This is an optimization exercise on Yosys and OpenROAD, whose aim is small area, a short achievable clock period and few clock cycles, not a production implementation. The RTL was checked by simulation tests, not by an equivalence proof against the original design. Power is estimated from default activity; no workload was simulated.

==> design.v <==
`timescale 1ns / 1ps
package ale_pkg;
    localparam int DEF_CAPACITY = 128;
    localparam int OP_W    = 3;
    localparam int VALUE_W = 32;
    localparam int POS_W   = 7;
    localparam int COUNT_W = 8;
    localparam logic [OP_W-1:0] OP_APPEND     = 3'd0;
    localparam logic [OP_W-1:0] OP_DEL_LAST   = 3'd1;
    localparam logic [OP_W-1:0] OP_DEL_AT     = 3'd2;
    localparam logic [OP_W-1:0] OP_SEARCH     = 3'd3;
    localparam logic [OP_W-1:0] OP_SEARCH_DEL = 3'd4;
    typedef struct packed {
        logic capture;    
        logic append;     
        logic dec;        
        logic set_ok;
        logic ptr_zero;   
        logic ptr_pin;    
        logic hit;        
        logic rd_en;      
        logic shift_wr;   
        logic publish;    
    } ale_cmd_t;
    typedef struct packed {
        logic [OP_W-1:0] op;
        logic            full;
        logic            empty;
        logic            pin_ok;
        logic            ptr_end;
        logic            rv;
        logic            match;
    } ale_status_t;
endpackage
`timescale 1ns / 1ps
module ale_g_nor2 (input logic a, input logic b, output logic y);
    assign y = !(a || b);
endmodule
module ale_g_nand2 (input logic a, input logic b, output logic y);
    assign y = !(a && b);
endmodule
module ale_g_inv (input logic a, output logic y);
    assign y = !a;
endmodule
module ale_g_andn (input logic a, input logic b, output logic y);
    assign y = a && !b;
endmodule
module ale_prefix
#(
    parameter int LOG = 7
)
(
    input  logic [2**LOG-1:0] x,
    output logic [2**LOG-1:0] yn
);
    localparam int N = 2**LOG;
    logic [(LOG+1)*N-1:0] s;
    assign s[N-1:0] = x;
    for (genvar l = 0; l < LOG; l++)
    begin : g_lvl
        for (genvar i = 0; i < N; i++)
        begin : g_node
            if (i < (1 << l))
            begin : g_pass
                ale_g_inv u_g (.a(s[l*N + i]), .y(s[(l+1)*N + i]));
            end
            else if ((l % 2) == 0)
            begin : g_nor
                ale_g_nor2 u_g (.a(s[l*N + i]), .b(s[l*N + i - (1 << l)]), .y(s[(l+1)*N + i]));
            end
            else
            begin : g_nand
                ale_g_nand2 u_g (.a(s[l*N + i]), .b(s[l*N + i - (1 << l)]), .y(s[(l+1)*N + i]));
            end
        end
    end
    if ((LOG % 2) == 1)
    begin : g_odd
        assign yn = s[LOG*N +: N];
    end
    else
    begin : g_even
        for (genvar i = 0; i < N; i++)
        begin : g_inv
            ale_g_inv u_g (.a(s[LOG*N + i]), .y(yn[i]));
        end
    end
endmodule
module ale_ortree
#(
    parameter int LOG = 6
)
(
    input  logic [2**LOG-1:0] x,
    output logic              y
);
    localparam int N = 2**LOG;
    if (LOG == 0)
    begin : g_one
        assign y = x[0];
    end
    else
    begin : g_tree
        logic [2*N-2:0] s;
        assign s[N-1:0] = x;
        for (genvar l = 0; l < LOG; l++)
        begin : g_lvl
            localparam int IB = 2*N - (2*N >> l);
            localparam int OB = 2*N - (N >> l);
            for (genvar m = 0; m < (N >> (l + 1)); m++)
            begin : g_node
                if ((l % 2) == 0)
                begin : g_nor
                    ale_g_nor2 u_g (.a(s[IB + 2*m]), .b(s[IB + 2*m + 1]), .y(s[OB + m]));
                end
                else
                begin : g_nand
                    ale_g_nand2 u_g (.a(s[IB + 2*m]), .b(s[IB + 2*m + 1]), .y(s[OB + m]));
                end
            end
        end
        if ((LOG % 2) == 1)
        begin : g_fix
            ale_g_inv u_g (.a(s[2*N-2]), .y(y));
        end
        else
        begin : g_ok
            assign y = s[2*N-2];
        end
    end
endmodule
module ale_enc
#(
    parameter int LOG = 7
)
(
    input  logic [2**LOG-1:0] pmn,    
    output logic [LOG-1:0]    pos
);
    for (genvar k = 0; k < LOG; k++)
    begin : g_bit
        localparam int T = 1 << (LOG - 1 - k);    
        logic [T-1:0] term;
        for (genvar m = 0; m < T; m++)
        begin : g_term
            ale_g_andn u_g (.a(pmn[(2*m + 1)*(1 << k) - 1]), .b(pmn[(2*m + 2)*(1 << k) - 1]),
                            .y(term[m]));
        end
        ale_ortree #(.LOG(LOG - 1 - k)) u_or (.x(term), .y(pos[k]));
    end
endmodule
module ale_g_o21ai (input logic a1, input logic a2, input logic b1, output logic y);
    assign y = !((a1 || a2) && b1);
endmodule
module ale_g_lmux (input logic s1n, input logic s2n, input logic a, input logic b,
                   output logic y);
    assign y = (s1n || s2n) ? a : b;
endmodule
module ale_g_xnor2 (input logic a, input logic b, output logic y);
    assign y = !(a ^ b);
endmodule
module ale_g_nand4 (input logic a, input logic b, input logic c, input logic d,
                    output logic y);
    assign y = !(a && b && c && d);
endmodule
module ale_g_nand3 (input logic a, input logic b, input logic c, output logic y);
    assign y = !(a && b && c);
endmodule
module ale_eq32 (input logic [31:0] a, input logic [31:0] b, input logic v,
                 output logic m);
    logic [31:0] x;
    logic [7:0]  n4;
    logic [3:0]  a8;
    logic [1:0]  n16;
    for (genvar k = 0; k < 32; k++)
    begin : g_x
        ale_g_xnor2 u_g (.a(a[k]), .b(b[k]), .y(x[k]));
    end
    for (genvar k = 0; k < 8; k++)
    begin : g_n4
        ale_g_nand4 u_g (.a(x[4*k]), .b(x[4*k+1]), .c(x[4*k+2]), .d(x[4*k+3]), .y(n4[k]));
    end
    for (genvar k = 0; k < 4; k++)
    begin : g_a8
        ale_g_nor2 u_g (.a(n4[2*k]), .b(n4[2*k+1]), .y(a8[k]));
    end
    ale_g_nand3 u_n16a (.a(a8[0]), .b(a8[1]), .c(v), .y(n16[0]));
    ale_g_nand2 u_n16b (.a(a8[2]), .b(a8[3]), .y(n16[1]));
    ale_g_nor2  u_m    (.a(n16[0]), .b(n16[1]), .y(m));
endmodule
module ale_g_xor2 (input logic a, input logic b, output logic y);
    assign y = a ^ b;
endmodule
module ale_eq32n (input logic [31:0] a, input logic [31:0] bn, input logic v,
                  output logic m);
    logic [31:0] x;
    logic [7:0]  n4;
    logic [3:0]  a8;
    logic [1:0]  n16;
    for (genvar k = 0; k < 32; k++)
    begin : g_x
        ale_g_xor2 u_g (.a(a[k]), .b(bn[k]), .y(x[k]));
    end
    for (genvar k = 0; k < 8; k++)
    begin : g_n4
        ale_g_nand4 u_g (.a(x[4*k]), .b(x[4*k+1]), .c(x[4*k+2]), .d(x[4*k+3]), .y(n4[k]));
    end
    for (genvar k = 0; k < 4; k++)
    begin : g_a8
        ale_g_nor2 u_g (.a(n4[2*k]), .b(n4[2*k+1]), .y(a8[k]));
    end
    ale_g_nand3 u_n16a (.a(a8[0]), .b(a8[1]), .c(v), .y(n16[0]));
    ale_g_nand2 u_n16b (.a(a8[2]), .b(a8[3]), .y(n16[1]));
    ale_g_nor2  u_m    (.a(n16[0]), .b(n16[1]), .y(m));
endmodule
module ale_mtsel (input logic s1n, input logic s2n, input logic en, input logic r0,
                  input logic r1, input logic ae, output logic y);
    assign y = (!(s1n || s2n) || !en) ? r1 : (r0 || ae);
endmodule
module ale_enc_a
#(
    parameter int LOG = 7,
    parameter int PN  = 33       
)
(
    input  logic [2**LOG-1:0] pmn,    
    output logic [PN-1:0]     part
);
    for (genvar k = 0; k < LOG; k++)
    begin : g_bit
        localparam int T  = 1 << (LOG - 1 - k);    
        localparam int GL = (T >= 4) ? 2 : ((T == 2) ? 1 : 0);
        localparam int G  = T >> GL;
        localparam int OF = (k <= LOG - 2) ? ((1 << (LOG - 2)) - (1 << (LOG - 2 - k)))
                                           : ((1 << (LOG - 2)) - 1 + k - (LOG - 2));
        logic [T-1:0] term;
        for (genvar m = 0; m < T; m++)
        begin : g_term
            ale_g_andn u_g (.a(pmn[(2*m + 1)*(1 << k) - 1]), .b(pmn[(2*m + 2)*(1 << k) - 1]),
                            .y(term[m]));
        end
        for (genvar g = 0; g < G; g++)
        begin : g_grp
            ale_ortree #(.LOG(GL)) u_or (.x(term[g*(1 << GL) +: (1 << GL)]), .y(part[OF + g]));
        end
    end
endmodule
module ale_enc_b
#(
    parameter int LOG = 7,
    parameter int PN  = 33
)
(
    input  logic [PN-1:0]  part,
    output logic [LOG-1:0] pos
);
    for (genvar k = 0; k < LOG; k++)
    begin : g_bit
        localparam int G  = (LOG - 3 - k >= 0) ? (1 << (LOG - 3 - k)) : 1;
        localparam int GL = (LOG - 3 - k >= 0) ? (LOG - 3 - k) : 0;
        localparam int OF = (k <= LOG - 2) ? ((1 << (LOG - 2)) - (1 << (LOG - 2 - k)))
                                           : ((1 << (LOG - 2)) - 1 + k - (LOG - 2));
        ale_ortree #(.LOG(GL)) u_or (.x(part[OF +: G]), .y(pos[k]));
    end
endmodule
`timescale 1ns / 1ps
module array_list_engine
#(
    parameter int CAPACITY = ale_pkg::DEF_CAPACITY
)
(
    input  logic                                clk,
    input  logic                                rst_n,
    input  logic                                req_valid,
    output logic                                req_ready,
    input  logic [ale_pkg::OP_W-1:0]            req_op,
    input  logic signed [ale_pkg::VALUE_W-1:0]  req_value,
    input  logic [ale_pkg::POS_W-1:0]           req_position_in,
    output logic                                rsp_valid,
    input  logic                                rsp_ready,
    output logic                                rsp_ok,
    output logic [ale_pkg::POS_W-1:0]           rsp_position_out,
    output logic [ale_pkg::COUNT_W-1:0]         rsp_count_out
);
    localparam int N  = CAPACITY;
    localparam int VW = ale_pkg::VALUE_W;
    localparam int PW = ale_pkg::POS_W;
    localparam int CW = ale_pkg::COUNT_W;
    localparam int RW = 1 + PW + CW;
    localparam int EP = 33;      
    logic                     a_v;
    logic [ale_pkg::OP_W-1:0] a_op;
    logic [VW-1:0]            a_val;
    logic [VW-1:0]            a_valn;      
    logic [PW-1:0]            a_pin;
    logic                     r_v;
    logic [ale_pkg::OP_W-1:0] r_op;
    logic [VW-1:0]            r_val;       
    logic [PW-1:0]            r_pin;
    logic [N-1:0]             r_dat;       
    logic [N-1:0]             a_dat;
    logic [N-1:0]             mt;
    logic                     c_v;
    logic                     c_ok;
    logic                     c_pv;        
    logic [CW-1:0]            c_cnt;
    logic [EP-1:0]            c_part;      
    logic                     o0_v;
    logic                     o1_v;
    logic [RW-1:0]            o0;
    logic [RW-1:0]            o1;
    logic                     full3;
    logic                     exec;
    logic                     adv;
    logic                     take;
    logic                     pop;
    logic                     c_go;
    logic                     a_v_next;
    logic                     r_v_next;
    logic                     c_v_next;
    logic                     o0_v_next;
    logic                     o1_v_next;
    assign full3 = c_v && o0_v && o1_v;
    assign exec  = r_v && !full3;
    assign adv   = !r_v || !full3;
    assign take  = req_valid && req_ready;
    assign pop   = o0_v && rsp_ready;
    assign c_go  = c_v && (!o1_v || pop);
    always_comb
    begin
        a_v_next  = req_ready ? req_valid : a_v;
        r_v_next  = adv ? a_v : r_v;
        c_v_next  = exec || (c_v && !c_go);
        o0_v_next = o0_v;
        o1_v_next = o1_v;
        if (pop)
        begin
            o0_v_next = o1_v || c_go;
            o1_v_next = o1_v && c_go;
        end
        else if (c_go)
        begin
            o0_v_next = 1'b1;
            o1_v_next = o0_v;
        end
    end
    always_ff @(posedge clk or negedge rst_n)
    begin
        if (!rst_n)
        begin
            a_v       <= 1'b0;
            r_v       <= 1'b0;
            c_v       <= 1'b0;
            o0_v      <= 1'b0;
            o1_v      <= 1'b0;
            req_ready <= 1'b1;
        end
        else
        begin
            a_v       <= a_v_next;
            r_v       <= r_v_next;
            c_v       <= c_v_next;
            o0_v      <= o0_v_next;
            o1_v      <= o1_v_next;
            req_ready <= !a_v_next || !r_v_next || !(c_v_next && o0_v_next && o1_v_next);
        end
    end
    always_ff @(posedge clk)
    begin
        if (take)
        begin
            a_op  <= req_op;
            a_val  <= req_value;
            a_valn <= ~req_value;
            a_pin <= req_position_in;
        end
        if (adv)
        begin
            r_op  <= a_op;
            r_val <= (a_op == ale_pkg::OP_APPEND) ? a_val : '0;
            r_pin <= a_pin;
            r_dat <= a_dat;
        end
    end
    always_comb
    begin
        for (int i = 0; i < N; i++)
            a_dat[i] = (a_op == ale_pkg::OP_DEL_AT) && (PW'(i) >= a_pin);
    end
    logic [VW-1:0]  ent [N];
    logic [N-1:0]   vld;           
    logic [CW-1:0]  cnt;
    logic           is_app;
    logic           is_dlast;
    logic           is_dat;
    logic           is_srch;
    logic           is_sdel;
    logic           full;
    logic           empty;
    logic           pin_ok;
    assign is_app   = (r_op == ale_pkg::OP_APPEND);
    assign is_dlast = (r_op == ale_pkg::OP_DEL_LAST);
    assign is_dat   = (r_op == ale_pkg::OP_DEL_AT);
    assign is_srch  = (r_op == ale_pkg::OP_SEARCH);
    assign is_sdel  = (r_op == ale_pkg::OP_SEARCH_DEL);
    assign full     = vld[N-1];
    assign empty    = !vld[0];
    assign pin_ok   = ({1'b0, r_pin} < cnt);
    logic [N-1:0]   pmn;
    logic           found;
    ale_prefix #(.LOG(PW)) u_prefix (.x(mt), .yn(pmn));
    assign found = !pmn[N-1];
    logic [EP-1:0]  b_part;
    ale_enc_a #(.LOG(PW), .PN(EP)) u_enc_a (.pmn(pmn), .part(b_part));
    logic [N-1:0]   at_cnt;
    assign at_cnt = vld ^ {vld[N-2:0], 1'b1};
    logic           do_app;
    logic           do_dec;
    logic           sdel_n;        
    assign do_app = exec && is_app && !full;
    assign do_dec = exec && ((is_dlast && !empty) || (is_dat && pin_ok) || (is_sdel && found));
    assign sdel_n = !(exec && is_sdel);
    logic [N-1:0]   sh_e;
    logic [N-1:0]   we_n;
    logic [N-1:0]   we;
    always_comb
    begin
        for (int i = 0; i < N; i++)
        begin
            sh_e[i] = exec && (r_dat[i]
                               || (is_dlast && ((i == N - 1) || !vld[(i < N - 1) ? i + 1 : i])));
            we_n[i] = !(sh_e[i] || (do_app && at_cnt[i]));
        end
    end
    logic [N-1:0]   we2;
    for (genvar i = 0; i < N; i++)
    begin : g_we
        ale_g_o21ai u_we  (.a1(sdel_n), .a2(pmn[i]), .b1(we_n[i]), .y(we[i]));
        ale_g_o21ai u_we2 (.a1(sdel_n), .a2(pmn[i]), .b1(we_n[i]), .y(we2[i]));
    end
    logic [VW-1:0]  g_even;        
    assign g_even = is_app ? ~r_val : '0;
    localparam int HW = VW / 2;
    always_ff @(posedge clk)
    begin
        for (int i = 0; i < N - 1; i++)
        begin
            if (we[i])
                ent[i][HW-1:0] <= ~((ent[i + 1][HW-1:0] & {HW{!at_cnt[i]}})
                                    | ((i % 2 == 0) ? g_even[HW-1:0] : r_val[HW-1:0]));
            if (we2[i])
                ent[i][VW-1:HW] <= ~((ent[i + 1][VW-1:HW] & {(VW-HW){!at_cnt[i]}})
                                     | ((i % 2 == 0) ? g_even[VW-1:HW] : r_val[VW-1:HW]));
        end
        if (we[N-1])
            ent[N-1][HW-1:0] <= ~r_val[HW-1:0];
        if (we2[N-1])
            ent[N-1][VW-1:HW] <= ~r_val[VW-1:HW];
    end
    logic [CW-1:0]  cnt_next;
    always_comb
    begin
        cnt_next = cnt;
        if (do_app)
            cnt_next = cnt + CW'(1);
        else if (do_dec)
            cnt_next = cnt - CW'(1);
    end
    always_ff @(posedge clk or negedge rst_n)
    begin
        if (!rst_n)
        begin
            vld <= '0;
            cnt <= '0;
        end
        else
        begin
            cnt <= cnt_next;
            for (int i = 0; i < N; i++)
            begin
                if (we[i])
                    vld[i] <= do_app || ((i < N - 1) && vld[(i < N - 1) ? i + 1 : i]);
            end
        end
    end
    always_ff @(posedge clk)
    begin
        if (exec)
        begin
            c_ok  <= (is_app && !full) || (is_dlast && !empty) || (is_dat && pin_ok)
                     || ((is_srch || is_sdel) && found);
            c_pv  <= (is_srch || is_sdel) && found;
            c_cnt <= cnt_next;
            c_part <= b_part;
        end
    end
    logic [N:0]     raw;
    logic           eqv;
    logic [N-1:0]   mt_next;
    for (genvar i = 0; i < N; i++)
    begin : g_eq
        if (i < N / 2)
        begin : g_lo
            if (i % 2 == 0)
            begin : g_e
                ale_eq32  u_eq (.a(ent[i]), .b(a_val), .v(vld[i]), .m(raw[i]));
            end
            else
            begin : g_o
                ale_eq32n u_eq (.a(ent[i]), .bn(a_val), .v(vld[i]), .m(raw[i]));
            end
        end
        else
        begin : g_hi
            if (i % 2 == 0)
            begin : g_e
                ale_eq32n u_eq (.a(ent[i]), .bn(a_valn), .v(vld[i]), .m(raw[i]));
            end
            else
            begin : g_o
                ale_eq32  u_eq (.a(ent[i]), .b(a_valn), .v(vld[i]), .m(raw[i]));
            end
        end
    end
    assign raw[N] = 1'b0;
    assign eqv = (r_val == a_val);    
    logic [N-1:0]   sh_en;
    logic [N-1:0]   ae;
    always_comb
    begin
        for (int i = 0; i < N; i++)
        begin
            sh_en[i] = !sh_e[i];
            ae[i]    = do_app && at_cnt[i] && eqv;
        end
    end
    for (genvar i = 0; i < N; i++)
    begin : g_mt
        ale_mtsel u_mt (.s1n(sdel_n), .s2n(pmn[i]), .en(sh_en[i]), .r0(raw[i]),
                        .r1(raw[i + 1]), .ae(ae[i]), .y(mt_next[i]));
    end
    always_ff @(posedge clk)
    begin
        if (adv)
            mt <= mt_next;
    end
    logic [PW-1:0]  c_pos;
    logic [RW-1:0]  res;
    ale_enc_b #(.LOG(PW), .PN(EP)) u_enc_b (.part(c_part), .pos(c_pos));
    assign res = {c_ok, c_pv ? c_pos : PW'(0), c_cnt};
    always_ff @(posedge clk or negedge rst_n)
    begin
        if (!rst_n)
            o0 <= '0;
        else if (pop)
        begin
            if (o1_v)
                o0 <= o1;
            else
                o0 <= res;
        end
        else if (c_go && !o0_v)
            o0 <= res;
    end
    always_ff @(posedge clk)
    begin
        if (c_go && (pop ? o1_v : o0_v))
            o1 <= res;
    end
    assign rsp_valid        = o0_v;
    assign rsp_ok           = o0[RW-1];
    assign rsp_position_out = o0[RW-2 -: PW];
    assign rsp_count_out    = o0[CW-1:0];
endmodule
==> run.sh <==
#!/bin/bash
# synth_recipe.tcl (not shown) runs the flow's synth.tcl, then flattens the netlist and writes it again
# the make line also repeats each setting of config.mk as NAME=value (left out here)
make -C /OpenROAD-flow-scripts/flow DESIGN_CONFIG=/design/flow/config.mk WORK_HOME=/design/flow/orfs CLKGATE_MAP_FILE= SYNTH_SCRIPT=/design/flow/synth_recipe.tcl finish
==> config.mk <==
export PLATFORM = sky130hd
export DESIGN_NAME = array_list_engine
export DESIGN_NICKNAME = array_list_engine
export VERILOG_FILES = /design/flow/design.v
export SDC_FILE = /design/flow/constraint.sdc
export NUM_CORES = 4
export LEC_CHECK = 0
export CAP_MARGIN = 30
export CORE_MARGIN = 2
export CORE_UTILIZATION = 55
export CTS_CLUSTER_DIAMETER = 80
export CTS_CLUSTER_SIZE = 20
export SETUP_SLACK_MARGIN = 3.2
export SLEW_MARGIN = 40
export SYNTH_HIERARCHICAL = 1
export SYNTH_MINIMUM_KEEP_SIZE = 0
==> constraint.sdc <==
create_clock -name core_clock -period 6.0 [get_ports {clk}]
set_input_delay 1.2000 -clock core_clock [delete_from_list [all_inputs] [get_ports {clk}]]
set_output_delay 1.2000 -clock core_clock [all_outputs]
set_load 0.01 [all_outputs]
==> impl_metrics.csv <==
group,metric,value,unit
yosys,synth_edf_count,4527,
detailed_routing,detail-route-antenna-nets,0,
floorplanning,core,416000,um2
yosys,yosysUniqueCellTypes,54,
timing,period_needed,3.11,ns
yosys,syn-cell-area,229000,um2
timing,fmax,0.322,GHz
timing,slew_violations,0,
timing,timing.hold.ws,0.165,ns
detailed_routing,drcViolationCount,0,
timing,period_share,51.8,%
floorplanning,fp.dieH,649,um
timing,rsz0062_at_grt,"true",
timing,relSlewSlack,30.3,%
yosys,yosys.area_share.simple,8.13,%
power_and_ir_drop,power_density,569,nW/um2
detailed_routing,wl_per_cell,39.4,um
yosys,synthFlopType,"edfxtp_1",
power_and_ir_drop,power,145,mW
hold_path,min_path_type,"input port to asynchronous set/reset pin",
critical_path,cp.required,6.72,ns
clock_tree,cts_made_buffers,279,
yosys,synth_top_family_by_area,"XOR/XNOR gates",
timing,hold_violations,0,
yosys,yosys_warnings,9,
yosys,synth_top_cell_area_share,59.3,%
yosys,synth_fa_ha_area_share,0.0437,%
final_layout,nets,19600,
critical_path,cp_slowest_stage_delay,0.49,ns
final_layout,fin_area,255000,um2
detailed_routing,routed_wl,996000,um
yosys,synth_compound_area_share,11.3,%
floorplanning,io_pins,64,
clock_tree,cts.sinks,4685,
grt,grt_max_degree,104,
placed_design,hpwl,649000,um
yosys,syn_avg_cell_area,11.9,um2
grt,grt_pass1_wl,1330000,um
clock_tree,clock_latency,1.03,ns
floorplanning,start_util,55.1,%
critical_path,crit_type,"register to register",
power_and_ir_drop,peakVddDrop,0.345,mV
floorplanning,rows,237,
timing,setup-violations-final,0,
final_layout,area_growth,11.2,%
floorplanning,fp.dieW,649,um
yosys,yosysSeqAreaShare,61.1,%
clock_tree,clockRootBuffer,"clkbuf_16",
power_and_ir_drop,leakage,82.9,nW
final_layout,nFillCells,33600,
yosys,synth_top_area_cell,"edfxtp_1",
clock_tree,h-tree-depth,5,
clock_tree,clk_path_buf_depth,4,
critical_path,worstSetupStartpointType,"register",
timing,finalClockSkew,0.0415,ns
placed_design,port_buffers,63,
run_status,status,"finished clean",
grt,grt_pass1_vias,164000,
critical_path,cp-end-kind,"register",
grt,antenna_found_initial,83,
clock_tree,tritoncts,"yes",
timing,tightest_slew,1.05,ns
detailed_routing,vias,174000,
critical_path,crit_chain,"buf_12 -> xnor2_4 -> nand4_1 -> nor4_4 -> buf_4 -> nand3_4 -> buf_12 -> buf_8 -> nor2_2 -> nor2_2 -> mux2i_4",
placed_design,gp_congestion,1.06,
yosys,ys_seq_elements,4685,
grt,track_usage,45.7,%
detailed_routing,drtIter0Drc,26100,
clock_tree,clkTransAtPathRegs,0.09,ns
critical_path,cp_slowest_cell,"mux2i_4",
final_layout,layout-drive-gt1-share,10.6,%
floorplanning,dieArea,422000,um2
yosys,syn_nets,19300,
yosys,synth_mux_area_share,0.639,%
yosys,async_flop_share,3.37,%
yosys,synthCells,19300,
detailed_routing,via_per_inst,6.88,
job,cap_violations,0,
grt,grt-ovfl-total,0,
placed_design,place_area,241000,um2
yosys,synth_area_leaders,"edfxtp_1 (59%), a21oi_1 (9.4%), xnor2_1 (8.5%), xor2_1 (7.8%), nor2_1 (3.0%)",
critical_path,critPathArrivalTime,3.83,ns
detailed_routing,firstDrtPassIters,9,
yosys,synth_xor_area_share,16.3,%
critical_path,worstPathMaxFanout,5,
registers in the layout, indices dropped and copies added, names as in the netlist, 3 cells and up:
| signal | cells |
|---|---|
| c_part | 33 |
| mt | 128 |
| vld | 128 |
| a_op | 3 |
| a_val | 32 |
| o0 | 16 |
| o1 | 16 |
| r_op | 3 |
| r_dat | 128 |
| c_cnt | 8 |
| a_valn | 32 |
| a_pin | 7 |
| ent | 4096 |
| r_val | 32 |
| r_pin | 7 |
| cnt | 8 |
power by group:
| part | switching (mW) | total [mW] | internal, mW | leakage [nW] |
|---|---|---|---|---|
| Combinational | 40.7 | 59.3 | 18.5 | 35.2 |
| Sequential | 9.53 | 64.9 | 55.3 | 43.8 |
| Clock | 11.5 | 20.8 | 9.30 | 3.94 |
| Total | 61.7 | 145 | 83.2 | 82.9 |
modules after synthesis (local to each module, per instance), excerpt:
module,cells inside,flops+latches
ale_g_o21ai,1,0
ale_g_nor2,1,0
ale_g_xnor2,1,0
ale_g_nand4,1,0
array_list_engine,11200,4685
ale_g_inv,1,0
ale_mtsel,4,0
ale_g_xor2,1,0
ale_g_nand3,1,0
cell usage in the layout, fill, tap and decap left out, types with 41 or more instances in the layout:
master,synthesis,routed
xnor2_2,0,125
diode_2,0,64
o21ai_1,256,230
buf_12,0,139
nand4_1,1037,1037
xor2_1,2049,2049
nor2_4,0,133
buf_6,0,138
dfrtp_1,157,148
nor2_1,1830,1622
nand3_1,136,133
clkbuf_1,829,160
and2_1,44,43
o21ai_0,153,141
xnor2_1,2213,2081
o21ai_2,129,152
a21oi_1,4291,4289
mux2i_1,144,113
buf_16,0,41
nor2_2,29,104
nand2_1,557,536
clkbuf_16,0,301
nor2b_4,127,127
buf_4,132,593
inv_1,343,315
clkdlybuf4s50_1,0,44
edfxtp_1,4527,4527
o21a_1,132,131
metrics by stage:
step                TNS (ns)  instances  utilization [%]  setup WS, ns
finish                     0      25300             61.3          2.89
global route               0      25200             61.3          2.99
CTS                        0      25200             60.8          2.98
detailed placement         0      24600             58.0          1.48
global placement           0      24600             57.8          1.45
floorplan           -2624.91      19300                -         -6.28
Yosys cell counts, drive strengths merged, types with 129 or more instances:
| library cell | count |
|---|---|
| clkbuf | 829 |
| buf | 223 |
| nor2 | 1859 |
| nand2 | 557 |
| o21ai | 538 |
| a21oi | 4291 |
| nand3 | 136 |
| dfrtp | 157 |
| mux2i | 144 |
| o21a | 132 |
| xor2 | 2049 |
| inv | 343 |
| nor2b | 129 |
| edfxtp | 4527 |
| xnor2 | 2213 |
| nand4 | 1037 |
worst paths after layout:
check | start | end | slack [ns] | cells past startpoint
worst max-delay path | a_val[25] | mt[43] | 2.89 | 11
worst min-delay path | rst_n | vld[125] | 0.16 | 1
worst max register to register | a_val[25] | mt[43] | 2.89 | 11
worst min register to register | o0[5] | o0[5] | 0.49 | 2
max in group asynchronous | rst_n | o0[10] | 4.58 | 2
min in group core_clock | o0[5] | o0[5] | 0.49 | 2
logic make-up (layout without fill, tap and decap cells):
group / after synthesis / in the layout
compound gates: 4992 / 4993
flops: 4685 / 4685
xor+xnor: 4262 / 4262
simple gates: 3804 / 3806
buf+inv: 1395 / 1848
mux: 146 / 146
fa+ha+maj: 8 / 8
other cells: 1 / 65
critical path: cells and delay by family, from the launching register on:
kind	cells	cell delay, ns
xor gates and xnor gates	1	0.24
muxes	1	0.49
DFF	1	0.44
buffers and inverters	4	0.71
and+or+nand+nor	5	0.93
metal layers:
layer  GRT usage [%]  vias to the layer above  wire, um
met1            54.2                    86500    329000
met4            37.1                       70    101000
li1                -                    69700         -
met3            12.7                     4257    125000
met2            70.1                    13500    441000
met5               0                        -       534
area by class of cell:
class	count	area, um2	share of cell area (%)
Antenna cell	64	160	0.0628
Clock buffer	452	7870	3.09
Clock inverter	31	388	0.152
Inverter	343	1390	0.547
Multi-Input combinational cell	13200	86700	34.0
Sequential cell	4685	140000	54.9
Tap cell	5497	6880	2.70
Timing Repair Buffer	1020	11500	4.53
Timing Repair inverter	2	17.5	0.00687
what timing repair did:
action,in CTS,in global routing
resized for setup,552,278
setup buffers,82,31
endpoints found under the setup margin,4911,2132
gates cloned,27,19
hold buffers,0,0
pin swaps,28,35
Testbench counts, summed over its fixed seeds: cycles 4,832.

==> what the ideal ports hide <==
How much do the figures lean on ideal ports? The routed layout below was timed once more, with nothing changed but the port constraints. Step 1, drivers: a clkbuf_16 drives clk and a buf_2 each remaining input, both assumed. Step 2 moves the port delays by t, midway between the first and last clock arrival at a register: inputs arrive t later, outputs are due t later. That takes back most of the time a late clock gives input paths. Slacks: no drivers / after step 1 / after step 2; pairs: no drivers / after step 1.
shift t [ns]: 1.149
setup WS [ns]: 2.890 / 2.860 / 2.632
latest minus earliest clock arrival (ns): 0.043 / 0.043
slew at the worst register clock pin (ns): 0.10 / 0.10
After both steps setup and hold are still met in this run. The setup slack of this run moves by -0.030 ns with the drivers and by -0.258 ns with both steps.
